What follows belongs to an exercise in optimizing a design on an open flow for small area, a short achievable clock period and few clock cycles; a production flow would make more cautious choices. Where RTL was checked, it was by simulation tests only, not by an equivalence proof against the original. Only the layout flow was run in runs 4 and 5; the RTL was not checked for function there. Power is estimated from default activity; no workload was simulated.

===== flow/flow/run.sh =====
#!/bin/bash
# The standard layout, with the port buffers made of buf_1 cells instead of the
# cell buffer_ports picks by itself (a delay cell four times the area).
set -euo pipefail
export BUFFER_PORTS_ARGS="-buffer_cell sky130_fd_sc_hd__buf_1"
bash standard.sh > standard.log 2>&1

===== flow/config.mk =====
export PLATFORM = sky130hd
export DESIGN_NAME = write_batch_record_parser
export DESIGN_NICKNAME = write_batch_record_parser
export VERILOG_FILES = /design/flow/design.v
export SDC_FILE = /design/flow/constraint.sdc
export NUM_CORES = 4
export LEC_CHECK = 0
export CAP_MARGIN = 20
export CORE_MARGIN = 2
export CORE_UTILIZATION = 40
export SETUP_SLACK_MARGIN = 3.0
export SLEW_MARGIN = 20

===== flow/constraint.sdc =====
create_clock -name core_clock -period 7.0 [get_ports {clk_i}]
set_input_delay 1.4000 -clock core_clock [delete_from_list [all_inputs] [get_ports {clk_i}]]
set_output_delay 1.4000 -clock core_clock [all_outputs]
set_load 0.01 [all_outputs]

===== flow/standard.sh =====
#!/bin/bash
# synth_recipe.tcl (not shown) runs the flow's synth.tcl, then flattens the netlist and writes it again
# the make line also repeats each setting of config.mk as NAME=value (left out here)
make -C /OpenROAD-flow-scripts/flow DESIGN_CONFIG=/design/flow/config.mk WORK_HOME=/design/flow/orfs CLKGATE_MAP_FILE= SYNTH_SCRIPT=/design/flow/synth_recipe.tcl "${@:-finish}"

===== flow/design.v =====
`timescale 1ns / 1ps
module write_batch_record_parser (
  input  logic                clk_i,
  input  logic                rst_ni,
  input  logic                in_valid_i,
  output logic                in_ready_o,
  input  logic [41:0]         in_data_i,
  output logic                out_valid_o,
  input  logic                out_ready_i,
  output logic [143:0]        out_data_o,
  input  logic                cfg_valid_i,
  output logic                cfg_ready_o,
  input  logic                cfg_index_i,
  input  logic [31:0]         cfg_data_i
);
  localparam logic [2:0] PhHeader = 3'd0;
  localparam logic [2:0] PhTag    = 3'd1;
  localparam logic [2:0] PhKeyLen = 3'd2;
  localparam logic [2:0] PhValLen = 3'd3;
  localparam logic [2:0] PhKey    = 3'd4;
  localparam logic [2:0] PhVal    = 3'd5;
  localparam logic [2:0] PhErrTag = 3'd6;
  localparam logic [2:0] PhErrLen = 3'd7;
  logic [7:0]  b;
  logic        bf, bl;
  logic [31:0] sp;
  assign b  = in_data_i[41:34];
  assign bf = in_data_i[33];
  assign bl = in_data_i[32];
  assign sp = in_data_i[31:0];
  logic [2:0]  phase_q, phase_n;
  logic        idle_q;
  logic [3:0]  cnt_q, cnt_n;
  logic [31:0] len_q, len_n;
  logic [31:0] diff_q;
  logic        dz_q;
  logic [63:0] rseq_q;
  logic [31:0] pos_q, pos_n;
  logic        lag_q;
  logic [31:0] rs_q;
  logic        del_q, del_n, ddel_q;
  logic        vp_q;
  logic [31:0] file_q;
  logic        fzero_q, fresh_q;
  logic        hd_q, hn_q, hs_q;
  logic        sep_q;   
  logic        hd_d, hn_d, hs_d;
  logic        empty_q, single_q, behind_q;
  logic [7:0]  byte_q;
  logic        fe_q, dk_q;
  logic        in_fire, upd, pop, pop_done;
  logic        emit_data, do_finish, do_after_key, hdr_end, seq_wr, cnt_wr;
  logic [31:0] len_new;
  logic        len_new_zero, len_one, grp_zero;
  logic [2:0]  code;
  assign cfg_ready_o = 1'b1;
  assign out_valid_o = !empty_q;
  assign in_ready_o  = empty_q || (out_ready_i && (single_q || (behind_q && !bf)));
  assign in_fire     = in_valid_i && in_ready_o;
  assign upd         = in_fire && (bf || !idle_q);
  assign pop         = out_ready_i && !empty_q;
  assign pop_done    = out_ready_i && !hd_q && hn_q;
  always_comb begin
    for (int i = 0; i < 32; i++) begin
      if (cnt_q == 4'(i / 7)) len_new[i] = b[i % 7];
      else if (cnt_q == 4'd0) len_new[i] = 1'b0;
      else len_new[i] = len_q[i];
    end
  end
  assign grp_zero     = (cnt_q == 4'd4) ? (b[3:0] == 4'd0) : (b[6:0] == 7'd0);
  assign len_new_zero = grp_zero && ((cnt_q == 4'd0) || (len_q == 32'd0));
  assign len_one      = (len_q == 32'd1);
  always_comb begin
    phase_n = phase_q;
    cnt_n   = cnt_q;
    del_n   = del_q;
    len_n   = len_q;
    seq_wr  = 1'b0;
    cnt_wr  = 1'b0;
    hdr_end = 1'b0;
    emit_data    = 1'b0;
    do_finish    = 1'b0;
    do_after_key = 1'b0;
    case (phase_q)
      PhHeader: begin
        cnt_n = cnt_q + 4'd1;
        if (cnt_q[3]) cnt_wr = 1'b1;
        else seq_wr = 1'b1;
        if (cnt_q == 4'd11) begin
          hdr_end = 1'b1;
          cnt_n   = 4'd0;
          phase_n = PhTag;
        end
      end
      PhTag: begin
        if (b[7:1] == 7'd0) begin
          del_n   = !b[0];
          phase_n = PhKeyLen;
        end else begin
          phase_n = PhErrTag;
        end
      end
      PhKeyLen, PhValLen: begin
        len_n = len_new;
        cnt_n = cnt_q + 4'd1;
        if (b[7]) begin
          if (cnt_q == 4'd4) phase_n = PhErrLen;
        end else begin
          cnt_n = 4'd0;
          if (phase_q == PhKeyLen) begin
            if (len_new_zero) do_after_key = 1'b1;
            else phase_n = PhKey;
          end else begin
            if (len_new_zero) do_finish = 1'b1;
            else phase_n = PhVal;
          end
        end
      end
      PhKey: begin
        emit_data = 1'b1;
        len_n = len_q - 32'd1;
        if (len_one) do_after_key = 1'b1;
      end
      PhVal: begin
        emit_data = !vp_q;
        len_n = len_q - 32'd1;
        if (len_one) do_finish = 1'b1;
      end
      default: ;
    endcase
    if (do_after_key) begin
      if (del_q) do_finish = 1'b1;
      else phase_n = PhValLen;
    end
    if (do_finish) begin
      len_n   = (vp_q && !del_q && !fzero_q) ? file_q : 32'd0;
      phase_n = PhTag;
    end
  end
  assign pos_n = pos_q + (lag_q ? 32'd2 : 32'd1);
  always_comb begin
    hd_d = hd_q;
    hn_d = hn_q;
    hs_d = hs_q;
    if (upd) begin
      hs_d = bl;
      hd_d = !bf && emit_data;
      hn_d = !bf && (do_finish || behind_q);
    end else if (pop) begin
      if (hd_q) hd_d = 1'b0;
      else if (hn_q) hn_d = 1'b0;
      else hs_d = 1'b0;
    end
  end
  always_ff @(posedge clk_i or negedge rst_ni) begin
    if (!rst_ni) begin
      phase_q  <= PhHeader;
      idle_q   <= 1'b0;
      cnt_q    <= '0;
      pos_q    <= '0;
      lag_q    <= 1'b0;
      vp_q     <= 1'b0;
      fzero_q  <= 1'b1;
      fresh_q  <= 1'b1;
      hd_q     <= 1'b0;
      hn_q     <= 1'b0;
      hs_q     <= 1'b0;
      sep_q    <= 1'b0;
      empty_q  <= 1'b1;
      single_q <= 1'b0;
      behind_q <= 1'b0;
    end else begin
      if (cfg_valid_i) begin
        if (cfg_index_i) fzero_q <= 1'b0;
        else vp_q <= cfg_data_i[0];
      end
      if (upd && (bf || hdr_end)) fresh_q <= 1'b0;
      hd_q     <= hd_d;
      hn_q     <= hn_d;
      hs_q     <= hs_d;
      empty_q  <= !(hd_d || hn_d || hs_d);
      single_q <= hd_d ? !(hn_d || hs_d) : (hn_d != hs_d);
      behind_q <= hd_d && hn_d && !hs_d;
      if (upd) begin
        idle_q <= bl;
        sep_q  <= behind_q && !bf;
        if (bf) begin
          phase_q <= PhHeader;
          cnt_q   <= 4'd1;
          pos_q   <= sp;
          lag_q   <= 1'b1;
        end else begin
          phase_q <= phase_n;
          cnt_q   <= cnt_n;
          if (behind_q) begin
            lag_q <= 1'b1;
          end else begin
            pos_q <= pos_n;
            lag_q <= 1'b0;
          end
        end
      end
    end
  end
  always_ff @(posedge clk_i) begin
    if (cfg_valid_i && cfg_index_i) file_q <= cfg_data_i;
    if (upd && bf) rs_q <= sp;
    else if (upd && hdr_end) rs_q <= pos_n;
    else if (pop_done) rs_q <= pos_q;
    if (upd && !bf) begin
      len_q <= len_n;
      del_q <= del_n;
    end
    if (upd && !bf && do_finish) ddel_q <= del_q;
    if (upd && !bf && emit_data) begin
      byte_q <= b;
      fe_q   <= len_one;
      dk_q   <= phase_q[0];
    end
    if (upd && (bf || seq_wr)) begin
      rseq_q[{bf ? 3'd0 : cnt_q[2:0], 3'b000} +: 8] <= b;
    end else if (pop_done) begin
      rseq_q <= rseq_q + 64'd1;
    end
    if (upd && !bf && cnt_wr) begin
      diff_q[{cnt_q[1:0], 3'b000} +: 8] <= b;
      dz_q <= (b == 8'd0) && (diff_q[23:0] == 24'd0);
    end else if (pop_done) begin
      diff_q <= diff_q - 32'd1;
      dz_q   <= (diff_q == 32'd1);
    end
  end
  always_comb begin
    case (phase_q)
      PhErrTag: code = 3'd4;
      PhHeader: code = 3'd1;
      PhTag:    code = dz_q ? 3'd0 : 3'd5;
      default:  code = del_q ? 3'd3 : 3'd2;
    endcase
  end
  logic head_done, head_status;
  assign head_done   = !hd_q && hn_q;
  assign head_status = !hd_q && !hn_q;
  assign out_data_o[143]     = !hd_q;
  assign out_data_o[142]     = hd_q ? dk_q : !hn_q;
  assign out_data_o[141:134] = hd_q ? byte_q : 8'd0;
  assign out_data_o[133]     = hd_q && fe_q;
  assign out_data_o[132]     = hd_q ? del_q : (hn_q && ddel_q);
  assign out_data_o[131:68]  = head_done ? rseq_q : 64'd0;
  assign out_data_o[67:36]   = (hd_q || fresh_q) ? 32'd0 : rs_q;
  assign out_data_o[35:4]    = head_done ? len_q : 32'd0;
  assign out_data_o[3:1]     = head_status ? code : 3'd0;
  assign out_data_o[0]       = hd_q ? !(hn_q || hs_q) : (!hn_q || !hs_q || sep_q);
endmodule

==> results of run 1 <==
worst max-delay path, delay by kind of cell:
family          cells  cell delay [ns]
simple gates        2             0.42
buf+inv             3             0.52
compound gates      1             0.11
kinds of logic (layout without fill, tap and decap cells):
kind of cell / after synthesis / after routing
and+or+nand+nor: 793 / 794
buffers and inverters: 152 / 353
muxes: 14 / 14
AOI/OAI and AO/OA: 493 / 493
xor gates and xnor gates: 44 / 44
other: 1 / 1
adders and majority gates: 21 / 21
DFF: 256 / 256
final timing paths:
check,startpoint,end,slack (ns),cells after the start
worst max-delay path,in_data_i[33],in_ready_o,3.12,6
worst min-delay path,fresh_q,fresh_q,0.49,1
worst max register to register,cnt_q[0],len_q[8],3.65,7
worst min register to register,fresh_q,fresh_q,0.49,1
max in group asynchronous,rst_ni,hd_q,5.49,2
min in group asynchronous,rst_ni,pos_q[16],0.97,2
synthesized netlist by cell type (all sizes together), types with 27 or more instances:
library cell	n
nor2	127
nand4	27
inv	37
and3	27
o21ai	113
nand2	185
o211ai	34
a22o	33
nor3	63
dfrtp	48
nor4	39
nand3	86
a221oi	30
and2	158
xnor2	28
edfxtp	205
a21oi	88
clkbuf	89
o22ai	45
through the flow:
step	area (um2)	hold slack [ns]	total power, uW	std cells	utilization (%)
3_5_place_dp	17800	0.485	3980	2449	43.7
3_3_place_gp	17800	0.486	3930	2449	43.7
4_1_cts	18800	0.493	5550	2508	46.0
2_1_floorplan	16500	0.468	3460	1774	-
6_report	18800	0.494	5550	2508	46.1
5_1_grt	18800	0.496	5880	2508	46.1
layout make-up:
cell class	count	area (um2)
Multi-Input combinational cell	1367	8510
Tap cell	532	666
Timing Repair Buffer	259	1100
Sequential cell	256	7440
Fill cell	3955	21900
Clock buffer	43	821
Inverter	37	139
Clock inverter	14	128
where the power goes:
part	internal (uW)	leakage (uW)	switching (uW)
Combinational	579	0.00334	987
Clock	889	0.000464	662
Sequential	2050	0.00254	389
Total	3510	0.00634	2040
state kept, by name, indices dropped and copies added, names as in the netlist, 3 cells and up:
signal and cells:
cnt_q 4, rseq_q 64, file_q 32, byte_q 8, rs_q 32, pos_q 32, phase_q 3, len_q 32
diff_q 32
repair_timing:
action                     4_1_cts  5_1_grt
cloned                           1        0
setup buffers                    1        0
setup endpoints to repair       72       50
hold buffers                     0        0
gates resized for setup          3        8
layer usage:
layer / global-route usage, % / part of all wire (%) / up-vias
li1: - / - / 7089
met1: 34.0 / 43 / 7341
met2: 38.1 / 46 / 710
met3: 4.25 / 8.4 / 86
met4: 7.35 / 2.7 / 0
met5: 0 / 0 / -
==> metrics.cfg, run 1 <==
[global_routing]
grt.overflow.total = 0
grt_pass1_vias = 14100
grt_pass1_wl_um = 81300
antenna_found_initial = 0
grt_max_degree = 66
grt_usage_pct = 24.2

[worst_setup_path]
worstPathMaxFanout = 29
worst_ep_required_time_ns = 5.60
cp_cell_sequence = buf_1 > buf_4 > nor2b_4 > o21ai_0 > nand2_1 > buf_1
cp-end-kind = primary output
critPathLaunchType = input port
arrival_ns = 2.48
crit_slowest_cell = nor2b_4
max_stage_delay_ns = 0.27
path_class = in2out
cp_common_cell = buf_1

[power_and_ir_drop]
power_density_mw_per_mm2 = 295
cellLeakagePower_uw = 0.00634
irDropWorstVdd_mv = 0.166

[logic_synthesis]
syn_area_per_cell_um2 = 9.28
synthCells = 1774
ys.flop_type = edfxtp_1
yosys.area.top_type_share_pct = 37.4
syn_area_mm2 = 0.0165
synthXorXnorAreaFrac_pct = 2.34
syn_nets = 1875
synth_edf_count = 205
yosysTopAreaCell = edfxtp_1
synthAdderAreaFrac_pct = 1.64
async_flop_share_pct = 19.9
ys_seq_elements = 256
synth_top_family_by_area = simple AND/OR/NAND/NOR gates
seq_area_frac_synth_pct = 45.2
ys_types = 89
synth_warnings = 1
synth.mux.area_fraction_pct = 0.866
ys_top_cells_by_area = edfxtp_1 37%, dfrtp_1 7.3%, and2_1 5.8%, nand2_1 4.2%, o21ai_0 3.4%
synth-compound-area-share_pct = 20.5
synth-simple-area-share_pct = 25.7

[sta]
rsz0062_at_grt = true
max_slew_margin_pct = 24.1
post-route-min-period_ns = 3.88
finalSetupViolCount = 0
fmax_mhz = 258
tns_ns = 0
fin_crit_sh_pct = 55.4
hold_violations = 0
worst_slack_ns = 3.12
finClkSkew_ns = 0.0265
report.final.slew_viol_count = 0
tightest_slew_ns = 1.13

[placement]
port_buffers = 225
post-dp-hpwl_um = 36100
pre_cts_slack_ns = 2.31
routabilityCongestion = 0.892

[outcome]
status = no timing/DRC/antenna violations

[die]
die_h_um = 207
io_pins = 227
row_count = 74
core_area_mm2 = 0.0407
initial_core_util_pct = 40.4
die_w_um = 207
die_area_mm2 = 0.0428

[finish]
syn2layout_area_growth_pct = 14.2
mostFrequentLayoutCell = buf_1
diodes = 0
final_cell_mix = 224 x buf_1, 205 x edfxtp_1, 183 x nand2_1, 153 x and2_1, 120 x nor2_1
finalNetCount = 2053
drive_above_1_share_pct = 8.25

[clock_network]
insertion_delay_ns = 0.59
clkTransAtPathRegs_ns = 0.06
cts_tree = yes
numCtsBuffers = 31
clock_sinks = 256
root_buffer = clkbuf_16
h-tree-depth = 1
clk_path_buf_depth = 3

[route]
wire_per_inst_um = 21.0
viasPerCell = 6.07
drt_iter0_drc = 1512
routed-via-count = 15200
drc = 0
firstDrtPassIters = 9
final_antenna_net_count = 0
totalWireLength_um = 52800

[job]
drv_cap = 0

[hold_path]
hold_class = reg2reg

Testbench counts, summed over its fixed seeds: cycles 79,187.
==> inputs of run 2 (changes only) <==
--- a/flow/config.mk
+++ b/flow/config.mk
@@ -9,4 +9,4 @@
 export CORE_MARGIN = 2
 export CORE_UTILIZATION = 40
-export SETUP_SLACK_MARGIN = 3.0
+export SETUP_SLACK_MARGIN = 3.7
 export SLEW_MARGIN = 20
==> run 2 against run 1 <==
  * Still clean on timing, DRC and antenna
  * Clock power is essentially flat
  * Clock-buffer cell count grew 1
  * Total power grew 3.3%
  * Critical endpoint unchanged
==> metrics.cfg, run 2 <==
[logic_synthesis]
syn_area_mm2 = 0.0165  ; unchanged
synth_most_common_cell = edfxtp_1
async_flop_share_pct = 19.9  ; unchanged
syn_area_per_cell_um2 = 9.28  ; unchanged
yosys.area.top_type_share_pct = 37.4  ; unchanged
ys_types = 89  ; unchanged
seq_area_frac_synth_pct = 45.2  ; unchanged
synth_edf_count = 205  ; unchanged
synthTopCellsByCount = 205 x edfxtp_1, 185 x nand2_1, 153 x and2_1
ys_top_cells_by_area = edfxtp_1 37%, dfrtp_1 7.3%, and2_1 5.8%, nand2_1 4.2%, o21ai_0 3.4%
ys.flop_type = edfxtp_1
ys_seq_elements = 256  ; unchanged
syn_nets = 1875  ; unchanged
yosysTopAreaCell = edfxtp_1
synthCells = 1774  ; unchanged
synth_warnings = 1  ; unchanged

[global_routing]
grt_max_degree = 65  ; -1.5%
grt_usage_pct = 24.5  ; +0.35 points
antenna_found_initial = 4  ; +4
grt_pass1_wl_um = 82500  ; +1.5%
grt.overflow.total = 0  ; unchanged
grt_pass1_vias = 14100  ; +0.26%

[die]
io_pins = 227  ; unchanged
initial_core_util_pct = 40.4  ; unchanged
die_h_um = 207  ; unchanged
die_area_mm2 = 0.0428  ; unchanged
core_area_mm2 = 0.0407  ; unchanged
die_w_um = 207  ; unchanged
row_count = 74  ; unchanged

[finish]
finalNetCount = 2098  ; +2.2%
mostFrequentLayoutCell = edfxtp_1
drive_above_1_share_pct = 18.7  ; +10 points
final_cell_mix = 205 x edfxtp_1, 172 x nand2_1, 134 x buf_1, 128 x and2_1, 111 x nor2_1
diodes = 0  ; unchanged
regMostFlops = rseq_q
syn2layout_area_growth_pct = 22.0
largest_register_ffs = 64  ; unchanged

[route]
final_antenna_net_count = 0  ; unchanged
totalWireLength_um = 55600  ; +5.4%
firstDrtPassIters = 5  ; -4
drc = 0  ; unchanged
viasPerCell = 6.09  ; +0.37%
wire_per_inst_um = 21.8  ; +3.6%
drt_iter0_drc = 1537  ; +1.7%
routed-via-count = 15500  ; +2.0%

[sta]
finalSetupViolCount = 0  ; unchanged
rsz0062_at_grt = true
tns_ns = 0  ; unchanged
fmax_mhz = 296  ; +15%
hold_violations = 0  ; unchanged
max_slew_margin_pct = 38.4  ; +14 points
report.final.slew_viol_count = 0  ; unchanged
worst_slack_ns = 3.62  ; +0.495 ns
fin_crit_sh_pct = 48.3  ; -7.1 points
finClkSkew_ns = 0.00844  ; -0.0180 ns
post-route-min-period_ns = 3.38  ; -0.495 ns
tightest_slew_ns = 0.922  ; -0.207 ns

[clock_network]
clk_path_buf_depth = 3  ; unchanged
cts_tree = yes
hold_buffers = 0  ; unchanged
numCtsBuffers = 31  ; unchanged
clkTransAtPathRegs_ns = 0.06  ; about the same
h-tree-depth = 1  ; unchanged
insertion_delay_ns = 0.57  ; -0.02 ns
root_buffer = clkbuf_16
clock_sinks = 256  ; unchanged

[power_and_ir_drop]
fin_total_pwr_uw = 5730  ; +3.3%
power_density_mw_per_mm2 = 285  ; -3.4%
cellLeakagePower_uw = 0.00715  ; +13%
irDropWorstVdd_mv = 0.177  ; +6.4%

[hold_path]
holdCritStartpoint = fzero_q
hold_class = reg2reg

[worst_setup_path]
arrival_ns = 1.98  ; -0.50 ns
cp-end-kind = primary output
worstPathMaxFanout = 5  ; -83%
max_stage_delay_ns = 0.14  ; -0.13 ns
critPathLaunchType = input port
cp_cell_sequence = clkbuf_16 > nor2b_4 > o21ai_1 > nand2_1 > buf_6
crit_slowest_cell = clkbuf_16
worst_ep_required_time_ns = 5.60  ; about the same
path_class = in2out
crit_start = in_data_i[33]
r2r_start = cnt_q[0]

[placement]
post-dp-hpwl_um = 35600  ; -1.2%
routabilityCongestion = 0.894  ; +0.26%
port_buffers = 225  ; unchanged
pre_cts_slack_ns = 1.88  ; -0.426 ns

[outcome]
status = no timing/DRC/antenna violations

[job]
drv_cap = 0  ; unchanged

## run 2: per-stage QoR
| stage | cells | utilization, % | cell area, um2 | hold slack, ns |
|---|---|---|---|---|
| 6_report | 2550 | 49.3 | 20100 | 0.511 |
| 5_1_grt | 2550 | 49.3 | 20100 | 0.520 |
| 4_1_cts | 2526 | 47.7 | 19400 | 0.515 |
| 3_5_place_dp | 2442 | 44.1 | 18000 | 0.494 |
| 3_3_place_gp | 2442 | 44.1 | 18000 | 0.488 |
| 2_1_floorplan | 1774 | - | 16800 | 0.468 |
## run 2: timing repair
item                       in CTS  in global routing
setup buffers                  24                 15
resized for setup              61                162
pin swaps                       5                  7
setup endpoints to repair     437                243
cloned                          6                  9
## run 2: metal layers
layer / vias to the layer above / part of all wire, % / wire length [um] / GRT usage, %
met2: 700 / 45 / 25300 / 38.3
met5: - / 0.023 / 13 / 0
met1: 7533 / 44 / 24600 / 35.7
met4: 2 / 2.6 / 1440 / 7.19
met3: 108 / 7.7 / 4270 / 3.17
li1: 7195 / - / - / -
## run 2: cell type report
cell class	count	area [um2]
clock inverters	10	45.0
multi-input cells	1369	8870
well taps	532	666
inverters	37	149
clock buffers	44	928
repair buffers	302	1990
fillers	3871	20600
flip-flops and latches	256	7450
## run 2: worst paths after layout
check | to | cells after the start | slack (ns)
setup / recovery | in_ready_o | 5 | 3.62
hold / removal | fzero_q | 1 | 0.51
setup reg to reg | single_q | 9 | 3.84
hold reg to reg | fzero_q | 1 | 0.51
max in group asynchronous | hd_q | 2 | 5.45
min in group asynchronous | pos_q[15] | 2 | 0.96
## run 2: worst max-delay path, delay by kind of cell
| kind | cells | cell delay (ns) |
|---|---|---|
| and+or+nand+nor | 2 | 0.23 |
| AOI/OAI and AO/OA | 1 | 0.06 |
| buffers and inverters | 2 | 0.28 |
## run 2: cell families (layout without fill, tap and decap cells)
logic type | Yosys count | after routing | synth area share, %
simple gates | 793 | 796 | 25.7
compound gates | 493 | 493 | 20.5
flops | 256 | 256 | 45.2
buf+inv | 152 | 393 | 3.71
xor+xnor | 44 | 44 | 2.34
fa+ha+maj | 21 | 21 | 1.64
mux | 14 | 14 | 0.866
other cells | 1 | 1 | 0.0228
## run 2: where the power goes
| group | internal, uW | switching (uW) | leakage (uW) |
|---|---|---|---|
| Combinational | 669 | 1050 | 0.00414 |
| Clock | 911 | 658 | 0.000485 |
| Sequential | 2050 | 393 | 0.00253 |
==> inputs of run 3 (changes only) <==
--- a/flow/config.mk
+++ b/flow/config.mk
@@ -8,5 +8,7 @@
 export CAP_MARGIN = 20
 export CORE_MARGIN = 2
-export CORE_UTILIZATION = 40
+export CORE_UTILIZATION = 55
+export CTS_BUF_LIST = sky130_fd_sc_hd__clkbuf_8
+export CTS_CLUSTER_SIZE = 30
 export SETUP_SLACK_MARGIN = 3.7
 export SLEW_MARGIN = 20
==> run 3 against run 2 <==
  * Still clean on timing, DRC and antenna
  * Wire length shrank 1.8%
  * Synthesized cell count is the same
  * Hold slack lost 0.0038 ns
  * Non-clock buffer count grew 4
  * Clock skew grew 0.018 ns
  * Clock-buffer cell count grew 2
  * Sequential power is essentially flat
  * First-iteration DRC count grew 20%
  * Flip-flop and latch count is the same
  * Register-to-register slack lost 0.04 ns
  * Combinational power grew 5%
  * Cell count shrank 4.4%
==> metrics.cfg, run 3 <==
[logic_synthesis]
ys_types = 89  ; unchanged
synth-compound-area-share_pct = 20.5  ; unchanged
synthTopCellsByCount = 205 x edfxtp_1, 185 x nand2_1, 153 x and2_1
synth-simple-area-share_pct = 25.7  ; unchanged
synth_top_family_by_area = simple AND/OR/NAND/NOR gates
synth_warnings = 1  ; unchanged
yosys.area.top_type_share_pct = 37.4  ; unchanged
ys_seq_elements = 256  ; unchanged
synth_most_common_cell = edfxtp_1
ys.flop_type = edfxtp_1
syn_area_per_cell_um2 = 9.28  ; unchanged
seq_area_frac_synth_pct = 45.2  ; unchanged
synth_edf_count = 205  ; unchanged
yosysTopAreaCell = edfxtp_1
synthXorXnorAreaFrac_pct = 2.34  ; unchanged
syn_nets = 1875  ; unchanged
async_flop_share_pct = 19.9  ; unchanged
synth.mux.area_fraction_pct = 0.866  ; unchanged
ys_top_cells_by_area = edfxtp_1 37%, dfrtp_1 7.3%, and2_1 5.8%, nand2_1 4.2%, o21ai_0 3.4%
synthCells = 1774  ; unchanged
synthAdderAreaFrac_pct = 1.64  ; unchanged
syn_area_mm2 = 0.0165  ; unchanged

[die]
core_area_mm2 = 0.0296  ; -27%
die_w_um = 177  ; -14%
initial_core_util_pct = 55.7  ; +15 points
die_h_um = 177  ; -14%
die_area_mm2 = 0.0313  ; -27%
row_count = 63  ; -15%
io_pins = 227  ; unchanged

[route]
viasPerCell = 6.55  ; +7.5%
drc = 0  ; unchanged
wire_per_inst_um = 22.4  ; +2.7%
firstDrtPassIters = 8  ; +3
drt_iter0_drc = 1846  ; +20%
routed-via-count = 16000  ; +2.8%
final_antenna_net_count = 0  ; unchanged
totalWireLength_um = 54600  ; -1.8%

[finish]
multi_input_area_mm2 = 0.00905  ; +1.9%
nFillCells = 2279  ; -41%
final_cell_mix = 205 x edfxtp_1, 171 x nand2_1, 126 x buf_1, 114 x nor2_1, 102 x o21ai_0
regMostFlops = rseq_q
mostFrequentLayoutCell = edfxtp_1
finalNetCount = 2117  ; +0.91%
diodes = 0  ; unchanged
largest_register_ffs = 64  ; unchanged
syn2layout_area_growth_pct = 23.5
register_area_mm2 = 0.00745  ; about the same
drive_above_1_share_pct = 22.3  ; +3.6 points

[global_routing]
grt_usage_pct = 32.9  ; +8.4 points
antenna_found_initial = 0  ; -4
grt_max_degree = 65  ; unchanged
grt.overflow.total = 0  ; unchanged
grt_pass1_vias = 14600  ; +3.4%
grt_pass1_wl_um = 81400  ; -1.3%

[clock_network]
root_buffer = clkbuf_8
clk_path_buf_depth = 3  ; unchanged
insertion_delay_ns = 0.58  ; about the same
hold_buffers = 0  ; unchanged
h-tree-depth = 2  ; +1
numCtsBuffers = 46  ; +48%
cts_tree = yes
clock_sinks = 256  ; unchanged
clkTransAtPathRegs_ns = 0.06  ; about the same

[sta]
post-route-min-period_ns = 3.50  ; +0.116 ns
finClkSkew_ns = 0.0264  ; +0.0180 ns
report.final.slew_viol_count = 0  ; unchanged
hold_violations = 0  ; unchanged
whs_ns = 0.508  ; -0.00383 ns
tns_ns = 0  ; unchanged
fmax_mhz = 286  ; -3.3%
rsz0062_at_grt = true
max_slew_margin_pct = 38.4  ; about the same
fin_crit_sh_pct = 50.0  ; +1.7 points
finalSetupViolCount = 0  ; unchanged
tightest_slew_ns = 0.921  ; -0.000940 ns

[worst_setup_path]
cp-endpoint = in_ready_o
path_class = in2out
critPathLaunchType = input port
worstRegToRegCells = 6  ; -3
crit_start = in_data_i[33]
worst_ep_required_time_ns = 5.60  ; about the same
max_stage_delay_ns = 0.15  ; about the same
r2r-end = rs_q[0]
r2r_start = cnt_q[1]
arrival_ns = 2.10  ; +0.12 ns
crit_slowest_cell = nor2b_4
r2r_slack_ns = 3.80  ; -0.04 ns
cp-end-kind = primary output
worstPathMaxFanout = 6  ; +1
cp_cell_sequence = buf_8 > buf_12 > nor2b_4 > o21ai_1 > nand2_1 > buf_6

[placement]
routabilityCongestion = 0.916  ; +2.5%
post-dp-hpwl_um = 33700  ; -5.5%
port_buffers = 225  ; unchanged

[outcome]
status = no timing/DRC/antenna violations

[power_and_ir_drop]
irDropWorstVdd_mv = 0.168  ; -5.3%
cellLeakagePower_uw = 0.00734  ; +2.5%
power_density_mw_per_mm2 = 271  ; -5.0%

[hold_path]
hold_class = reg2reg

[job]
drv_cap = 0  ; unchanged

run 3: cells by family after synthesis:
group                      count (synthesis)
adders and majority gates                 21
DFF                                      256
and+or+nand+nor                          793
muxes                                     14
AOI/OAI and AO/OA                        493
xor gates and xnor gates                  44
other                                      1
buffers and inverters                    152
run 3: how the worst min path moves through the flow:
stage          startpoint      end  slack [ns]  cells after the start
2_1_floorplan       sep_q    sep_q        0.47                      1
3_3_place_gp      fresh_q  fresh_q        0.48                      1
3_5_place_dp      fresh_q  fresh_q        0.48                      1
4_1_cts           fresh_q  fresh_q        0.49                      1
5_1_grt           fzero_q  fzero_q        0.51                      1
6_report          fzero_q  fzero_q        0.51                      1
run 3: routing by layer:
layer | wire [um] | up-vias | GRT usage (%) | share of wire (%)
met5 | 0 | - | 0 | 0
met4 | 2110 | 0 | 13.1 | 3.9
met3 | 5030 | 164 | 5.41 | 9.2
met2 | 25300 | 894 | 51.2 | 46
met1 | 22200 | 7687 | 46.1 | 41
li1 | - | 7228 | - | -
run 3: critical path, delay by kind of cell:
family	cells	cell delay [ns]
AO/OA/AOI/OAI	1	0.08
buffers and inverters	3	0.35
AND/OR/NAND/NOR	2	0.26
run 3: layout make-up:
| class | instances | area share, % |
|---|---|---|
| flip-flops and latches | 256 | 36.6 |
| inverters | 37 | 0.732 |
| clock inverters | 34 | 0.701 |
| repair buffers | 306 | 12.0 |
| well taps | 390 | 2.40 |
| multi-input cells | 1369 | 44.5 |
| clock buffers | 46 | 3.11 |
run 3: stage by stage:
stage                     std cells  setup slack [ns]  cell area [um2]  util, %  total power, uW
after floorplan                1774              3.52            16800        -             3560
after global placement         2298              2.21            17800     60.1             3990
after detailed placement       2298              2.17            17800     60.1             4030
after CTS                      2418              3.50            19100     64.7             5350
after global routing           2438              3.48            20300     68.8             5790
final                          2438              3.50            20300     68.8             5510
run 3: what timing repair did:
| action | in CTS | in global routing |
|---|---|---|
| gates cloned | 7 | 8 |
| pin swaps | 6 | 8 |
| resized for setup | 59 | 345 |
| buffers inserted | 33 | 11 |
| endpoints found under the setup margin | 401 | 277 |
run 3: power by group:
| part | internal, uW | switching [uW] | leakage [uW] |
|---|---|---|---|
| clock network | 611 | 652 | 0.000443 |
| registers | 2050 | 405 | 0.00253 |
| logic | 724 | 1070 | 0.00436 |
==> inputs of run 4 (changes only) <==
--- a/flow/design.v
+++ b/flow/design.v
@@ -32,5 +32,5 @@
   logic        idle_q;
   logic [3:0]  cnt_q, cnt_n;
-  logic [31:0] len_q, len_n;
+  logic [31:0] len_q;
   logic [31:0] diff_q;
   logic        dz_q;
@@ -49,7 +49,8 @@
   logic [7:0]  byte_q;
   logic        fe_q, dk_q;
-  logic        in_fire, upd, pop, pop_done;
+  logic        in_fire, upd, pop, pop_done, pos_mv;
   logic        emit_data, do_finish, do_after_key, hdr_end, seq_wr, cnt_wr;
-  logic [31:0] len_new;
+  logic [31:0] len_new, len_pf;
+  logic        len_ph;
   logic        len_new_zero, len_one, grp_zero;
   logic [2:0]  code;
@@ -61,4 +62,5 @@
   assign pop         = out_ready_i && !empty_q;
   assign pop_done    = out_ready_i && !hd_q && hn_q;
+  assign pos_mv      = upd && !bf && !behind_q;
   always_comb begin
     for (int i = 0; i < 32; i++) begin
@@ -71,9 +73,10 @@
   assign len_new_zero = grp_zero && ((cnt_q == 4'd0) || (len_q == 32'd0));
   assign len_one      = (len_q == 32'd1);
+  assign len_ph       = (phase_q == PhKeyLen) || (phase_q == PhValLen);
+  assign len_pf       = (vp_q && !del_q && !fzero_q) ? file_q : 32'd0;
   always_comb begin
     phase_n = phase_q;
     cnt_n   = cnt_q;
     del_n   = del_q;
-    len_n   = len_q;
     seq_wr  = 1'b0;
     cnt_wr  = 1'b0;
@@ -102,5 +105,4 @@
       end
       PhKeyLen, PhValLen: begin
-        len_n = len_new;
         cnt_n = cnt_q + 4'd1;
         if (b[7]) begin
@@ -119,10 +121,8 @@
       PhKey: begin
         emit_data = 1'b1;
-        len_n = len_q - 32'd1;
         if (len_one) do_after_key = 1'b1;
       end
       PhVal: begin
         emit_data = !vp_q;
-        len_n = len_q - 32'd1;
         if (len_one) do_finish = 1'b1;
       end
@@ -134,9 +134,13 @@
     end
     if (do_finish) begin
-      len_n   = (vp_q && !del_q && !fzero_q) ? file_q : 32'd0;
       phase_n = PhTag;
     end
   end
   assign pos_n = pos_q + (lag_q ? 32'd2 : 32'd1);
+  logic [63:0] rseq_inc;
+  logic [31:0] diff_dec, pos_step;
+  assign rseq_inc = rseq_q + {63'd0, pop_done};
+  assign diff_dec = diff_q - {31'd0, pop_done};
+  assign pos_step = pos_q + {30'd0, pos_mv && lag_q, pos_mv && !lag_q};
   always_comb begin
     hd_d = hd_q;
@@ -176,4 +180,5 @@
       end
       if (upd && (bf || hdr_end)) fresh_q <= 1'b0;
+      pos_q <= (upd && bf) ? sp : pos_step;
       hd_q     <= hd_d;
       hn_q     <= hn_d;
@@ -188,15 +193,9 @@
           phase_q <= PhHeader;
           cnt_q   <= 4'd1;
-          pos_q   <= sp;
           lag_q   <= 1'b1;
         end else begin
           phase_q <= phase_n;
           cnt_q   <= cnt_n;
-          if (behind_q) begin
-            lag_q <= 1'b1;
-          end else begin
-            pos_q <= pos_n;
-            lag_q <= 1'b0;
-          end
+          lag_q <= behind_q;
         end
       end
@@ -208,8 +207,8 @@
     else if (upd && hdr_end) rs_q <= pos_n;
     else if (pop_done) rs_q <= pos_q;
-    if (upd && !bf) begin
-      len_q <= len_n;
-      del_q <= del_n;
-    end
+    if (upd && !bf && do_finish) len_q <= len_pf;
+    else if (upd && !bf && len_ph) len_q <= len_new;
+    else len_q <= len_q - {31'd0, upd && !bf && (phase_q == PhKey || phase_q == PhVal)};
+    if (upd && !bf) del_q <= del_n;
     if (upd && !bf && do_finish) ddel_q <= del_q;
     if (upd && !bf && emit_data) begin
@@ -218,15 +217,16 @@
       dk_q   <= phase_q[0];
     end
-    if (upd && (bf || seq_wr)) begin
-      rseq_q[{bf ? 3'd0 : cnt_q[2:0], 3'b000} +: 8] <= b;
-    end else if (pop_done) begin
-      rseq_q <= rseq_q + 64'd1;
+    for (int k = 0; k < 8; k++) begin
+      rseq_q[8*k +: 8] <= (upd && (bf ? (k == 0) : (seq_wr && cnt_q[2:0] == 3'(k))))
+                          ? b : rseq_inc[8*k +: 8];
+    end
+    for (int k = 0; k < 4; k++) begin
+      diff_q[8*k +: 8] <= (upd && !bf && cnt_wr && cnt_q[1:0] == 2'(k))
+                          ? b : diff_dec[8*k +: 8];
     end
     if (upd && !bf && cnt_wr) begin
-      diff_q[{cnt_q[1:0], 3'b000} +: 8] <= b;
       dz_q <= (b == 8'd0) && (diff_q[23:0] == 24'd0);
     end else if (pop_done) begin
-      diff_q <= diff_q - 32'd1;
-      dz_q   <= (diff_q == 32'd1);
+      dz_q <= (diff_q == 32'd1);
     end
   end
--- a/flow/config.mk
+++ b/flow/config.mk
@@ -8,7 +8,5 @@
 export CAP_MARGIN = 20
 export CORE_MARGIN = 2
-export CORE_UTILIZATION = 55
-export CTS_BUF_LIST = sky130_fd_sc_hd__clkbuf_8
-export CTS_CLUSTER_SIZE = 30
+export CORE_UTILIZATION = 40
 export SETUP_SLACK_MARGIN = 3.7
 export SLEW_MARGIN = 20
==> run 4 against run 3 <==
  * Critical path depth grew 9
  * Sequential power up 9.8%
  * Global-route usage fell by 10 points
  * Still clean on timing, DRC and antenna
  * Final area decreased by 11%
  * Clock-buffer cell count down 2
  * Total power up 12%
  * Maximum frequency shrank 2.0%
  * Critical path type is now in2reg
  * First-iteration DRC count decreased by 47%
  * Synthesized cell count fell by 9.5%
  * Critical endpoint is now len_q[28]
==> metrics.cfg, run 4 <==
[outcome]
status = no timing/DRC/antenna violations

[route]
drt_iter0_drc = 979  ; -47%
drc = 0  ; unchanged
final_antenna_net_count = 0  ; unchanged
routed-via-count = 12600  ; -21%
firstDrtPassIters = 6  ; -2
totalWireLength_um = 43900  ; -20%
wire_per_inst_um = 18.8  ; -16%
viasPerCell = 5.41  ; -17%

[sta]
tightest_slew_ns = 0.971  ; +0.0500 ns
fmax_mhz = 280  ; -2.0%
max_slew_margin_pct = 35.0  ; -3.3 points
report.final.slew_viol_count = 0  ; unchanged
fin_crit_sh_pct = 51.0  ; +1.0 points
rsz0062_at_grt = true
finalSetupViolCount = 0  ; unchanged
post-route-min-period_ns = 3.57  ; +0.0699 ns
hold_violations = 0  ; unchanged
tns_ns = 0  ; unchanged
worst_slack_ns = 3.43  ; -0.0699 ns
finClkSkew_ns = 0.0169  ; -0.00950 ns

[hold_path]
hold_end = fzero_q
hold_class = reg2reg
holdCritStartpoint = fzero_q
hold_depth = 1  ; unchanged

[worst_setup_path]
r2r_start = len_q[24]
cp-end-kind = flip-flop
cp_cell_sequence = buf_12 > nand2b_4 > a221oi_4 > nand2_4 > buf_12 > nor3_4 > ha_4 > ha_4 > nor4b_4 > nand3_2 > buf_6 > nor4_4 > xor2_1 > a21oi_1 > mux2i_1
crit_start = in_data_i[33]
critPathLaunchType = input port
crit_slowest_cell = a221oi_4
arrival_ns = 3.87  ; +1.77 ns
max_stage_delay_ns = 0.32  ; +0.17 ns
worstPathMaxFanout = 5  ; -1
r2r_slack_ns = 3.76  ; -0.04 ns
worstRegToRegCells = 7  ; +1
path_class = in2reg
r2r-end = single_q
worst_ep_required_time_ns = 7.30  ; +1.70 ns

[die]
initial_core_util_pct = 40.7  ; -15 points
die_h_um = 194  ; +9.7%
die_w_um = 194  ; +9.7%
core_area_mm2 = 0.0356  ; +20%
die_area_mm2 = 0.0377  ; +20%
row_count = 69  ; +9.5%
io_pins = 227  ; unchanged

[logic_synthesis]
yosysTopAreaCell = edfxtp_1
synthCells = 1605  ; -9.5%
syn_area_mm2 = 0.0145  ; -12%
async_flop_share_pct = 19.9  ; unchanged
synth_most_common_cell = nor2_1
ys.flop_type = edfxtp_1
synthTopCellsByCount = 167 x nor2_1, 154 x nand2_1, 147 x and2_1
syn_area_per_cell_um2 = 9.01  ; -2.9%
synth_warnings = 1  ; unchanged
synth-compound-area-share_pct = 9.49  ; -11 points
synthXorXnorAreaFrac_pct = 10.8  ; +8.5 points
ys_top_cells_by_area = edfxtp_1 23%, dfxtp_1 13%, dfrtp_1 8.3%, xor2_1 6.5%, and2_1 6.4%
seq_area_frac_synth_pct = 44.8  ; -0.40 points
syn_nets = 1705  ; -9.1%
ys_seq_elements = 256  ; unchanged
yosys.area.top_type_share_pct = 22.6  ; -15 points
synthAdderAreaFrac_pct = 1.83  ; +0.19 points
synth.mux.area_fraction_pct = 2.83  ; +2.0 points
synth_top_family_by_area = simple AND/OR/NAND/NOR gates
ys_types = 69  ; -22%
synth_edf_count = 109  ; -47%
synth-simple-area-share_pct = 26.6  ; +0.88 points

[finish]
diodes = 0  ; unchanged
nFillCells = 3390  ; +49%
final_cell_mix = 199 x buf_1, 160 x nor2_1, 148 x nand2_1, 141 x and2_1, 138 x a21oi_1
mostFrequentLayoutCell = buf_1
syn2layout_area_growth_pct = 24.5
final_cells = 2332  ; -4.3%
regMostFlops = rseq_q
largest_register_ffs = 64  ; unchanged
drive_above_1_share_pct = 14.4  ; -7.9 points
finalNetCount = 1948  ; -8.0%

[clock_network]
hold_buffers = 0  ; unchanged
h-tree-depth = 1  ; -1
clk_path_buf_depth = 3  ; unchanged
clkTransAtPathRegs_ns = 0.06  ; about the same
insertion_delay_ns = 0.56  ; -0.02 ns
numCtsBuffers = 30  ; -35%
root_buffer = clkbuf_16
clock_sinks = 256  ; unchanged
cts_tree = yes

[job]
drv_cap = 0  ; unchanged

[placement]
port_buffers = 225  ; unchanged
pre_cts_slack_ns = 2.02  ; -0.156 ns
dp.cells = 2217  ; -3.5%
post-dp-hpwl_um = 28700  ; -15%
routabilityCongestion = 0.851  ; -7.1%

[global_routing]
grt.overflow.total = 0  ; unchanged
grt_usage_pct = 22.5  ; -10 points
grt_max_degree = 94  ; +45%
antenna_found_initial = 0  ; unchanged
grt_pass1_vias = 12300  ; -16%
grt_pass1_wl_um = 68800  ; -16%

[power_and_ir_drop]
irDropWorstVdd_mv = 0.212  ; +26%
cellLeakagePower_uw = 0.00666  ; -9.1%
power_density_mw_per_mm2 = 342  ; +26%

[run 4: cell types whose count changed after synthesis, moves of 41 or more]
| cell | before | now |
|---|---|---|
| a21oi_1 | 88 | 139 |
| dfxtp_1 | 0 | 96 |
| edfxtp_1 | 205 | 109 |
| o21ai_0 | 112 | 46 |
| o22ai_1 | 45 | 4 |
| xnor2_1 | 28 | 72 |
| xor2_1 | 16 | 107 |
[run 4: per-stage QoR]
step                      power [uW]  hold WS, ns  cell area [um2]  utilization, %
after floorplan                 3850        0.423            14700               -
after global placement          4330        0.486            15900            44.7
after detailed placement        4370        0.488            15900            44.7
after CTS                       6070        0.495            17500            49.2
after global routing            6520        0.509            18000            50.6
final                           6160        0.504            18000            50.6
[run 4: power breakdown]
part | internal, uW | switching, uW
combinational | 783 | 1090
clock | 957 | 637
sequential | 2090 | 599
[run 4: repair_timing]
| item | in CTS | in global routing |
|---|---|---|
| cloned | 3 | 1 |
| buffers inserted | 33 | 23 |
| pin swaps | 23 | 36 |
| setup endpoints to repair | 280 | 232 |
| hold endpoints to repair | 0 | 0 |
| gates resized for setup | 64 | 77 |
[run 4: critical path: cells and delay by family]
family | cells | cell delay, ns
multiplexers | 1 | 0.09
buffers and inverters | 3 | 0.42
AO/OA/AOI/OAI | 2 | 0.48
XOR/XNOR | 1 | 0.11
AND/OR/NAND/NOR | 6 | 1.05
adder cells (fa/ha/maj) | 2 | 0.31
[run 4: logic make-up (layout without fill, tap and decap cells)]
kind of cell,after synthesis,after routing
XOR/XNOR,179,179
AND/OR/NAND/NOR,746,746
buffers and inverters,123,389
AO/OA/AOI/OAI,240,240
flip-flops,256,256
multiplexers,40,40
adder cells (fa/ha/maj),20,20
other,1,1
[run 4: worst max path at each step]
| stage | cells after the start | to | slack (ns) |
|---|---|---|---|
| after floorplan | 13 | pos_q[24] | 2.95 |
| after global placement | 14 | pos_q[24] | 2.15 |
| after detailed placement | 12 | len_q[23] | 2.02 |
| after CTS | 14 | pos_q[20] | 3.55 |
| after global routing | 15 | len_q[20] | 3.34 |
| final | 15 | len_q[28] | 3.43 |
[run 4: routing by layer]
layer / global-route usage [%] / part of all wire [%] / vias to the layer above
met5: 0 / 0 / -
met4: 6.73 / 2.7 / 0
met3: 2.85 / 5.5 / 79
met2: 37.9 / 48 / 415
met1: 30.2 / 44 / 6032
li1: - / - / 6088
[run 4: cell type report]
| class | instances | area (um2) | area share [%] |
|---|---|---|---|
| multi-input combinational | 1226 | 8170 | 45.4 |
| sequential | 256 | 6480 | 36.0 |
| timing repair buffer | 302 | 1650 | 9.16 |
| clock buffer | 44 | 900 | 5.00 |
| tap | 461 | 577 | 3.20 |
| inverter | 32 | 124 | 0.688 |
| clock inverter | 11 | 105 | 0.584 |
==> inputs of run 5 (changes only) <==
--- a/flow/config.mk
+++ b/flow/config.mk
@@ -9,4 +9,4 @@
 export CORE_MARGIN = 2
 export CORE_UTILIZATION = 40
-export SETUP_SLACK_MARGIN = 3.7
+export SETUP_SLACK_MARGIN = 4.0
 export SLEW_MARGIN = 20
==> run 5 against run 4 <==
  * Synthesized cell count is the same
  * Sequential share of layout area is 5.1 points lower
  * Total power rose by 3.8%
  * Wire length grew 15%
  * Largest power group unchanged
  * Core utilization up 8.3 points
  * Non-clock buffer count up 105
  * Register-to-register slack improved by 0.20 ns
  * Maximum frequency up 4.9%
  * Clock power decreased by 4%
  * Sequential power barely moved
==> metrics.cfg, run 5 <==
[placement]
dp.cells = 2217  ; unchanged
post-dp-hpwl_um = 28400  ; -0.86%
port_buffers = 225  ; unchanged
pre_cts_slack_ns = 1.94  ; -0.0793 ns
routabilityCongestion = 0.867  ; +1.9%

[logic_synthesis]
synth-simple-area-share_pct = 26.6  ; unchanged
synth.mux.area_fraction_pct = 2.83  ; unchanged
synthTopCellsByCount = 167 x nor2_1, 154 x nand2_1, 147 x and2_1
syn_nets = 1705  ; unchanged
syn_area_mm2 = 0.0145  ; unchanged
synth-compound-area-share_pct = 9.49  ; unchanged
synthCells = 1605  ; unchanged
synth_edf_count = 109  ; unchanged
ys_top_cells_by_area = edfxtp_1 23%, dfxtp_1 13%, dfrtp_1 8.3%, xor2_1 6.5%, and2_1 6.4%
synthAdderAreaFrac_pct = 1.83  ; unchanged
synth_top_family_by_area = simple AND/OR/NAND/NOR gates
ys_types = 69  ; unchanged
yosysTopAreaCell = edfxtp_1
seq_area_frac_synth_pct = 44.8  ; unchanged
synthXorXnorAreaFrac_pct = 10.8  ; unchanged
ys.flop_type = edfxtp_1
async_flop_share_pct = 19.9  ; unchanged
syn_area_per_cell_um2 = 9.01  ; unchanged
synth_most_common_cell = nor2_1
yosys.area.top_type_share_pct = 22.6  ; unchanged
synth_warnings = 1  ; unchanged
ys_seq_elements = 256  ; unchanged

[finish]
mostFrequentLayoutCell = buf_6
finalNetCount = 2054  ; +5.4%
final_cells = 2437  ; +4.5%
regMostFlops = rseq_q
final_util_pct = 59.0  ; +8.3 points
largest_register_ffs = 64  ; unchanged
final_cell_mix = 143 x buf_6, 139 x nor2_1, 136 x a21oi_1, 131 x nand2_1, 109 x edfxtp_1
diodes = 0  ; unchanged
drive_above_1_share_pct = 33.2  ; +19 points
syn2layout_area_growth_pct = 45.0
nFillCells = 2976  ; -12%

[die]
die_h_um = 194  ; unchanged
io_pins = 227  ; unchanged
die_area_mm2 = 0.0377  ; unchanged
row_count = 69  ; unchanged
die_w_um = 194  ; unchanged
initial_core_util_pct = 40.7  ; unchanged
core_area_mm2 = 0.0356  ; unchanged

[sta]
post-route-min-period_ns = 3.40  ; -0.165 ns
tns_ns = 0  ; unchanged
report.final.slew_viol_count = 0  ; unchanged
finalSetupViolCount = 0  ; unchanged
finClkSkew_ns = 0.0180  ; +0.00105 ns
whs_ns = 0.493  ; -0.0103 ns
fmax_mhz = 294  ; +4.9%
tightest_slew_ns = 1.07  ; +0.101 ns
worst_slack_ns = 3.60  ; +0.165 ns
rsz0062_at_grt = true
hold_violations = 0  ; unchanged
fin_crit_sh_pct = 48.6  ; -2.4 points
max_slew_margin_pct = 28.3  ; -6.7 points

[clock_network]
hold_buffers = 0  ; unchanged
cts_tree = yes
clkTransAtPathRegs_ns = 0.06  ; about the same
root_buffer = clkbuf_16
numCtsBuffers = 29  ; -3.3%
clk_path_buf_depth = 3  ; unchanged
clock_sinks = 256  ; unchanged
h-tree-depth = 1  ; unchanged
insertion_delay_ns = 0.56  ; about the same

[outcome]
status = no timing/DRC/antenna violations

[power_and_ir_drop]
p_int_uw = 3900  ; +1.9%
seq_power_share_pct = 42.5  ; -1.2 points
pwr-share-clk_pct = 24.0  ; -1.9 points
power.switching_uw = 2490  ; +7.0%
cellLeakagePower_uw = 0.00820  ; +23%
swShare_pct = 39.0  ; +1.2 points
power_density_mw_per_mm2 = 305  ; -11%
irDropWorstVdd_mv = 0.224  ; +5.6%
power_frac_comb_pct = 33.5  ; +3.1 points

[worst_setup_path]
worst_ep_required_time_ns = 5.60  ; -1.70 ns
worstRegToRegCells = 13  ; +6
critPathLaunchType = flip-flop
worstPathMaxFanout = 6  ; +1
path_class = reg2out
cp-end-kind = primary output
arrival_ns = 2.00  ; -1.87 ns

[job]
drv_cap = 0  ; unchanged

[global_routing]
antenna_found_initial = 1  ; +1
grt_pass1_vias = 13000  ; +5.7%
grt_usage_pct = 24.1  ; +1.6 points
grt_max_degree = 59  ; -37%
grt_pass1_wl_um = 73100  ; +6.3%
grt.overflow.total = 0  ; unchanged

[route]
final_antenna_net_count = 0  ; unchanged
drc = 0  ; unchanged
drt_iter0_drc = 1176  ; +20%
totalWireLength_um = 50500  ; +15%
wire_per_inst_um = 20.7  ; +10%
routed-via-count = 13500  ; +6.8%
firstDrtPassIters = 7  ; +1
viasPerCell = 5.53  ; +2.2%

[hold_path]
hold_depth = 1  ; unchanged
hold_class = reg2reg

==> run 5: critical path, stage by stage (launching register included) <==
cell	delay, ns
dfrtp_4	0.51
nor2b_4	0.17
buf_6	0.15
buf_12	0.15
buf_6	0.12
buf_16	0.11
and2_4	0.14
buf_6	0.10
==> run 5: power by group through the flow <==
stage	sequential, uW	clock (uW)	combinational, uW
after floorplan	2480	0	1420
after global placement	2660	0	1700
after detailed placement	2680	0	1730
after CTS	2660	1550	1940
after global routing	2780	1610	2350
final	2710	1530	2140
==> run 5: final timing paths <==
kind | from | end | slack (ns)
min | fzero_q | fzero_q | 0.49
max | hd_q | out_data_o[128] | 3.60
max reg2reg | empty_q | len_q[20] | 3.96
max in group asynchronous | rst_ni | phase_q[1] | 5.44
min reg2reg | fzero_q | fzero_q | 0.49
min in group asynchronous | rst_ni | pos_q[18] | 0.98
==> run 5: metrics by stage <==
step / power (uW) / cell area [um2]
after floorplan: 3900 / 15200
after global placement: 4360 / 16200
after detailed placement: 4400 / 16200
after CTS: 6160 / 19200
final: 6390 / 21000
after global routing: 6740 / 21000
==> run 5: what timing repair did <==
item,CTS,global route
cloned,14,11
setup endpoints to repair,402,326
setup buffers,83,59
gates resized for setup,334,283
pin swaps,53,77
==> run 5: cell families after synthesis <==
| kind of cell | count (synthesis) |
|---|---|
| xor+xnor | 179 |
| simple gates | 746 |
| mux | 40 |
| other cells | 1 |
| buf+inv | 123 |
| compound gates | 240 |
| fa+ha+maj | 20 |
| flops | 256 |
==> run 5: final cells by class <==
type / instances / area [um2] / share of cell area, %
well taps: 461 / 577 / 2.75
clock inverters: 17 / 178 / 0.847
repair buffers: 407 / 3790 / 18.1
inverters: 32 / 135 / 0.644
multi-input cells: 1228 / 9060 / 43.2
clock buffers: 36 / 752 / 3.59
flip-flops and latches: 256 / 6490 / 30.9
==> run 5: routing by layer <==
| metal | track usage [%] | vias to the layer above | part of all wire, % |
|---|---|---|---|
| li1 | - | 6313 | - |
| met5 | 0 | - | 0 |
| met1 | 31.8 | 6476 | 41 |
| met4 | 8.87 | 0 | 4.6 |
| met3 | 3.43 | 135 | 6.6 |
| met2 | 40.3 | 544 | 47 |
==> inputs of run 6 (changes only) <==
--- a/flow/design.v
+++ b/flow/design.v
@@ -47,4 +47,7 @@
   logic        hd_d, hn_d, hs_d;
   logic        empty_q, single_q, behind_q;
+  logic        rip_q;     
+  logic        hdone_q;   
+  logic        b0p_q;     
   logic [7:0]  byte_q;
   logic        fe_q, dk_q;
@@ -57,5 +60,5 @@
   assign cfg_ready_o = 1'b1;
   assign out_valid_o = !empty_q;
-  assign in_ready_o  = empty_q || (out_ready_i && (single_q || (behind_q && !bf)));
+  assign in_ready_o  = empty_q || (out_ready_i && rip_q);
   assign in_fire     = in_valid_i && in_ready_o;
   assign upd         = in_fire && (bf || !idle_q);
@@ -139,8 +142,7 @@
   assign pos_n = pos_q + (lag_q ? 32'd2 : 32'd1);
   logic [63:0] rseq_inc;
-  logic [31:0] diff_dec, pos_step;
+  logic [31:0] diff_dec;
   assign rseq_inc = rseq_q + {63'd0, pop_done};
   assign diff_dec = diff_q - {31'd0, pop_done};
-  assign pos_step = pos_q + {30'd0, pos_mv && lag_q, pos_mv && !lag_q};
   always_comb begin
     hd_d = hd_q;
@@ -150,5 +152,5 @@
       hs_d = bl;
       hd_d = !bf && emit_data;
-      hn_d = !bf && (do_finish || behind_q);
+      hn_d = behind_q || (!bf && do_finish);
     end else if (pop) begin
       if (hd_q) hd_d = 1'b0;
@@ -174,4 +176,7 @@
       single_q <= 1'b0;
       behind_q <= 1'b0;
+      rip_q    <= 1'b0;
+      hdone_q  <= 1'b0;
+      b0p_q    <= 1'b0;
     end else begin
       if (cfg_valid_i) begin
@@ -180,5 +185,6 @@
       end
       if (upd && (bf || hdr_end)) fresh_q <= 1'b0;
-      pos_q <= (upd && bf) ? sp : pos_step;
+      if (upd && bf) pos_q <= sp;
+      else if (pos_mv) pos_q <= pos_n;
       hd_q     <= hd_d;
       hn_q     <= hn_d;
@@ -187,7 +193,11 @@
       single_q <= hd_d ? !(hn_d || hs_d) : (hn_d != hs_d);
       behind_q <= hd_d && hn_d && !hs_d;
+      rip_q    <= hd_d ? !hs_d : (hn_d != hs_d);
+      hdone_q  <= !hd_d && hn_d;
+      if (upd && bf && behind_q) b0p_q <= 1'b1;
+      else if (pop_done) b0p_q <= 1'b0;
       if (upd) begin
         idle_q <= bl;
-        sep_q  <= behind_q && !bf;
+        sep_q  <= behind_q;
         if (bf) begin
           phase_q <= PhHeader;
@@ -204,21 +214,26 @@
   always_ff @(posedge clk_i) begin
     if (cfg_valid_i && cfg_index_i) file_q <= cfg_data_i;
-    if (upd && bf) rs_q <= sp;
+    if (upd && bf && !behind_q) rs_q <= sp;
     else if (upd && hdr_end) rs_q <= pos_n;
     else if (pop_done) rs_q <= pos_q;
-    if (upd && !bf && do_finish) len_q <= len_pf;
-    else if (upd && !bf && len_ph) len_q <= len_new;
-    else len_q <= len_q - {31'd0, upd && !bf && (phase_q == PhKey || phase_q == PhVal)};
+    if (upd && !bf) begin
+      if (do_finish) len_q <= len_pf;
+      else if (len_ph) len_q <= len_new;
+      else if (phase_q == PhKey || phase_q == PhVal) len_q <= len_q - 32'd1;
+    end
     if (upd && !bf) del_q <= del_n;
     if (upd && !bf && do_finish) ddel_q <= del_q;
-    if (upd && !bf && emit_data) begin
+    if ((upd && !bf && emit_data) || (upd && bf && behind_q)) begin
       byte_q <= b;
       fe_q   <= len_one;
       dk_q   <= phase_q[0];
     end
-    for (int k = 0; k < 8; k++) begin
-      rseq_q[8*k +: 8] <= (upd && (bf ? (k == 0) : (seq_wr && cnt_q[2:0] == 3'(k))))
+    for (int k = 1; k < 8; k++) begin
+      rseq_q[8*k +: 8] <= (upd && !bf && seq_wr && cnt_q[2:0] == 3'(k))
                           ? b : rseq_inc[8*k +: 8];
     end
+    if (upd && (bf ? !behind_q : (seq_wr && cnt_q[2:0] == 3'd0))) rseq_q[7:0] <= b;
+    else if (b0p_q && pop_done) rseq_q[7:0] <= byte_q;
+    else rseq_q[7:0] <= rseq_inc[7:0];
     for (int k = 0; k < 4; k++) begin
       diff_q[8*k +: 8] <= (upd && !bf && cnt_wr && cnt_q[1:0] == 2'(k))
@@ -247,7 +262,8 @@
   assign out_data_o[133]     = hd_q && fe_q;
   assign out_data_o[132]     = hd_q ? del_q : (hn_q && ddel_q);
-  assign out_data_o[131:68]  = head_done ? rseq_q : 64'd0;
+  assign out_data_o[131:100] = hdone_q ? rseq_q[63:32] : 32'd0;
+  assign out_data_o[99:68]   = head_done ? rseq_q[31:0] : 32'd0;
   assign out_data_o[67:36]   = (hd_q || fresh_q) ? 32'd0 : rs_q;
-  assign out_data_o[35:4]    = head_done ? len_q : 32'd0;
+  assign out_data_o[35:4]    = hdone_q ? len_q : 32'd0;
   assign out_data_o[3:1]     = head_status ? code : 3'd0;
   assign out_data_o[0]       = hd_q ? !(hn_q || hs_q) : (!hn_q || !hs_q || sep_q);
--- a/flow/config.mk
+++ b/flow/config.mk
@@ -9,4 +9,5 @@
 export CORE_MARGIN = 2
 export CORE_UTILIZATION = 40
-export SETUP_SLACK_MARGIN = 4.0
+export SETUP_SLACK_MARGIN = 3.7
 export SLEW_MARGIN = 20
+export TNS_END_PERCENT = 10
==> run 6 against run 5 <==
  * Register-to-register slack worse by 0.25 ns
  * Critical endpoint is now len_q[12]
  * Final area shrank 17%
  * Clock power grew 6%
  * Synthesized cell count rose by 6.0%
  * Combinational power decreased by about 50%
  * Still clean
==> metrics.cfg, run 6 <==
[sta]
finalSetupViolCount = 0  ; unchanged
whs_ns = 0.479  ; -0.0139 ns
report.final.slew_viol_count = 0  ; unchanged
post-route-min-period_ns = 3.33  ; -0.0770 ns
fmax_mhz = 301  ; +2.3%
max_slew_margin_pct = 37.8  ; +9.4 points
finClkSkew_ns = 0.0187  ; +0.000732 ns
tns_ns = 0  ; unchanged
tightest_slew_ns = 0.927  ; -0.145 ns
fin_crit_sh_pct = 47.5  ; -1.1 points
rsz0062_at_grt = true
hold_violations = 0  ; unchanged

[worst_setup_path]
worst_ep_required_time_ns = 7.21  ; +1.61 ns
critPathLaunchType = input port
cp_cell_sequence = buf_1 > buf_4 > nor3_1 > o21ai_0 > o22ai_2 > a32oi_1 > a31oi_2
r2r_slack_ns = 3.71  ; -0.25 ns
worstRegToRegCells = 8  ; -5
critical-path-top-delay-family = compound AO/OA/AOI/OAI gates
critPathBufInv = 2  ; -3
crit_slowest_cell = a31oi_2
path_class = in2reg
r2r_start = cnt_q[0]
crit_start = in_data_i[35]
worstPathMaxFanout = 18  ; +12
arrival_ns = 3.54  ; +1.54 ns
cp-end-kind = flip-flop
r2r-end = len_q[6]
max_stage_delay_ns = 0.57  ; +0.06 ns

[clock_network]
clock_sinks = 258  ; +0.78%
insertion_delay_ns = 0.58  ; +0.02 ns
root_buffer = clkbuf_16
cts_tree = yes
clk_path_buf_depth = 3  ; unchanged
h-tree-depth = 1  ; unchanged
clkTransAtPathRegs_ns = 0.06  ; about the same
numCtsBuffers = 31  ; +6.9%

[logic_synthesis]
seq_area_frac_synth_pct = 44.0  ; -0.78 points
ys_top_cells_by_area = edfxtp_1 22%, dfxtp_1 13%, dfrtp_1 8.4%, and2_1 6.3%, nand2_1 4.9%
syn_area_per_cell_um2 = 8.72  ; -3.2%
synth_most_common_cell = nand2_1
synth_edf_count = 109  ; unchanged
yosys.area.top_type_share_pct = 22.1  ; -0.56 points
yosysTopAreaCell = edfxtp_1
synthCells = 1701  ; +6.0%
synthTopCellsByCount = 195 x nand2_1, 164 x nor2_1, 150 x and2_1
async_flop_share_pct = 20.5  ; +0.62 points
syn_nets = 1797  ; +5.4%
synth_warnings = 1  ; unchanged
syn_area_mm2 = 0.0148  ; +2.6%
ys_types = 73  ; +5.8%
ys_seq_elements = 258  ; +0.78%
ys.flop_type = edfxtp_1

[global_routing]
grt_usage_pct = 21.9  ; -2.2 points
antenna_found_initial = 0  ; -1
grt.overflow.total = 0  ; unchanged
grt_pass1_wl_um = 67800  ; -7.2%
grt_max_degree = 55  ; -6.8%
grt_pass1_vias = 12500  ; -4.3%

[placement]
post-dp-hpwl_um = 30300  ; +6.4%
routabilityCongestion = 0.921  ; +6.3%
port_buffers = 225  ; unchanged

[power_and_ir_drop]
power_density_mw_per_mm2 = 288  ; -5.6%
irDropWorstVdd_mv = 0.179  ; -20%
cellLeakagePower_uw = 0.00623  ; -24%

[route]
firstDrtPassIters = 6  ; -1
wire_per_inst_um = 18.3  ; -12%
final_antenna_net_count = 0  ; unchanged
totalWireLength_um = 43300  ; -14%
drc = 0  ; unchanged
routed-via-count = 13000  ; -3.7%
drt_iter0_drc = 1048  ; -11%
viasPerCell = 5.47  ; -1.1%

[hold_path]
hold_end = sep_q
hold_class = reg2reg
holdCritStartpoint = sep_q
hold_depth = 2  ; +1

[die]
core_area_mm2 = 0.0365  ; +2.7%
row_count = 70  ; +1.4%
initial_core_util_pct = 40.6  ; -0.051 points
die_w_um = 197  ; +1.2%
die_area_mm2 = 0.0386  ; +2.5%
die_h_um = 197  ; +1.2%
io_pins = 227  ; unchanged

[finish]
final_cell_mix = 222 x buf_1, 193 x nand2_1, 160 x nor2_1, 150 x and2_1, 109 x edfxtp_1
finalNetCount = 1974  ; -3.9%
diodes = 0  ; unchanged
regMostFlops = rseq_q
drive_above_1_share_pct = 7.30  ; -26 points
mostFrequentLayoutCell = buf_1
syn2layout_area_growth_pct = 16.7
largest_register_ffs = 64  ; unchanged

[job]
drv_cap = 0  ; unchanged

[outcome]
status = no timing/DRC/antenna violations

-- run 6: worst max path at each step --
stage	cells after the start	to	slack, ns
CTS	5	rs_q[17]	3.59
global placement	11	rseq_q[62]	2.68
floorplan	10	diff_q[16]	3.48
detailed placement	11	rseq_q[58]	2.59
finish	7	len_q[12]	3.67
global route	12	rseq_q[63]	3.46
-- run 6: cell families after synthesis --
| logic type | after synthesis | synth area share, % |
|---|---|---|
| compound gates | 312 | 12.8 |
| mux | 33 | 2.32 |
| simple gates | 785 | 26.9 |
| other cells | 1 | 0.0253 |
| buf+inv | 149 | 3.97 |
| xor+xnor | 147 | 8.68 |
| flops | 258 | 44.0 |
| fa+ha+maj | 16 | 1.40 |
-- run 6: metrics by stage --
step	std cells	total power [uW]	util [%]	instance area, um2	worst slack, ns
global route	2371	5260	47.4	17300	3.46
floorplan	1701	2990	-	14900	3.48
CTS	2370	4990	47.3	17300	3.59
detailed placement	2304	3340	44.0	16100	2.59
finish	2371	4980	47.4	17300	3.67
global placement	2304	3310	44.0	16100	2.68
-- run 6: where the power goes --
| part | internal (uW) | switching [uW] | total (uW) | leakage [uW] |
|---|---|---|---|---|
| Clock | 952 | 671 | 1620 | 0.000522 |
| Sequential | 1910 | 365 | 2270 | 0.00247 |
| Combinational | 463 | 617 | 1080 | 0.00323 |
| Total | 3320 | 1650 | 4980 | 0.00623 |
-- run 6: layout make-up --
cell class | instances | area [um2]
clock buffer | 43 | 916
clock inverter | 15 | 114
fill | 3528 | 19200
inverter | 38 | 145
multi-input combinational | 1294 | 7900
sequential | 258 | 6530
tap | 468 | 586
timing repair buffer | 255 | 1110
-- run 6: timing repair --
item                       CTS  global route
setup endpoints to repair  216           127
buffers inserted             8             0
pin swaps                    3             0
gates resized for setup     28             1
hold buffers                 0             0
-- run 6: tightest hold or removal path: stages (launching register included) --
cell,delay [ns]
dfrtp_1,0.34
nand2_1,0.05
nand2_1,0.06
-- run 6: metal layers --
metal | global-route usage, % | wire (um) | up-vias
li1 | - | - | 6334
met1 | 30.0 | 19300 | 6092
met2 | 35.6 | 19800 | 445
met3 | 3.17 | 2610 | 93
met4 | 7.74 | 1590 | 0
met5 | 0 | 0 | -
Testbench counts of run 6, summed over its fixed seeds: cycles 79,187.

==> static timing again, ports no longer ideal <==
The flow's constraints put no driver on any port. The routed layouts listed below were extracted and timed again, unchanged, in two steps.
Step 1: set_driving_cell puts a clkbuf_16 on clk_i and a buf_2 on each other input, an assumption about the parent block.
Step 2, shift: input delay + t, output delay - t, t = (earliest + latest rising clock arrival at the registers) / 2. This alone moves slack from input paths to output paths.
Three values: ideal ports, drivers, drivers and shift; two values: the first two.
run | t, ns | setup WS [ns] | worst hold slack (ns)
run 1 | 0.629 | 3.122 / 3.101 / 2.584 | 0.494 / 0.494 / 0.494
run 2 | 0.619 | 3.617 / 3.498 / 3.090 | 0.511 / 0.511 / 0.511
run 3 | 0.619 | 3.501 / 3.462 / 3.007 | 0.508 / 0.508 / 0.508
run 4 | 0.605 | 3.431 / 3.407 / 2.802 | 0.504 / 0.504 / 0.504
run 5 | 0.605 | 3.597 / 3.504 / 2.995 | 0.493 / 0.493 / 0.493
run 6 | 0.625 | 3.674 / 3.644 / 3.065 | 0.479 / 0.479 / 0.479
After both steps setup and hold are still met in every run listed. For run 4, which loses most, drivers alone change the setup slack by -0.024 ns; drivers and shift together by -0.629 ns.
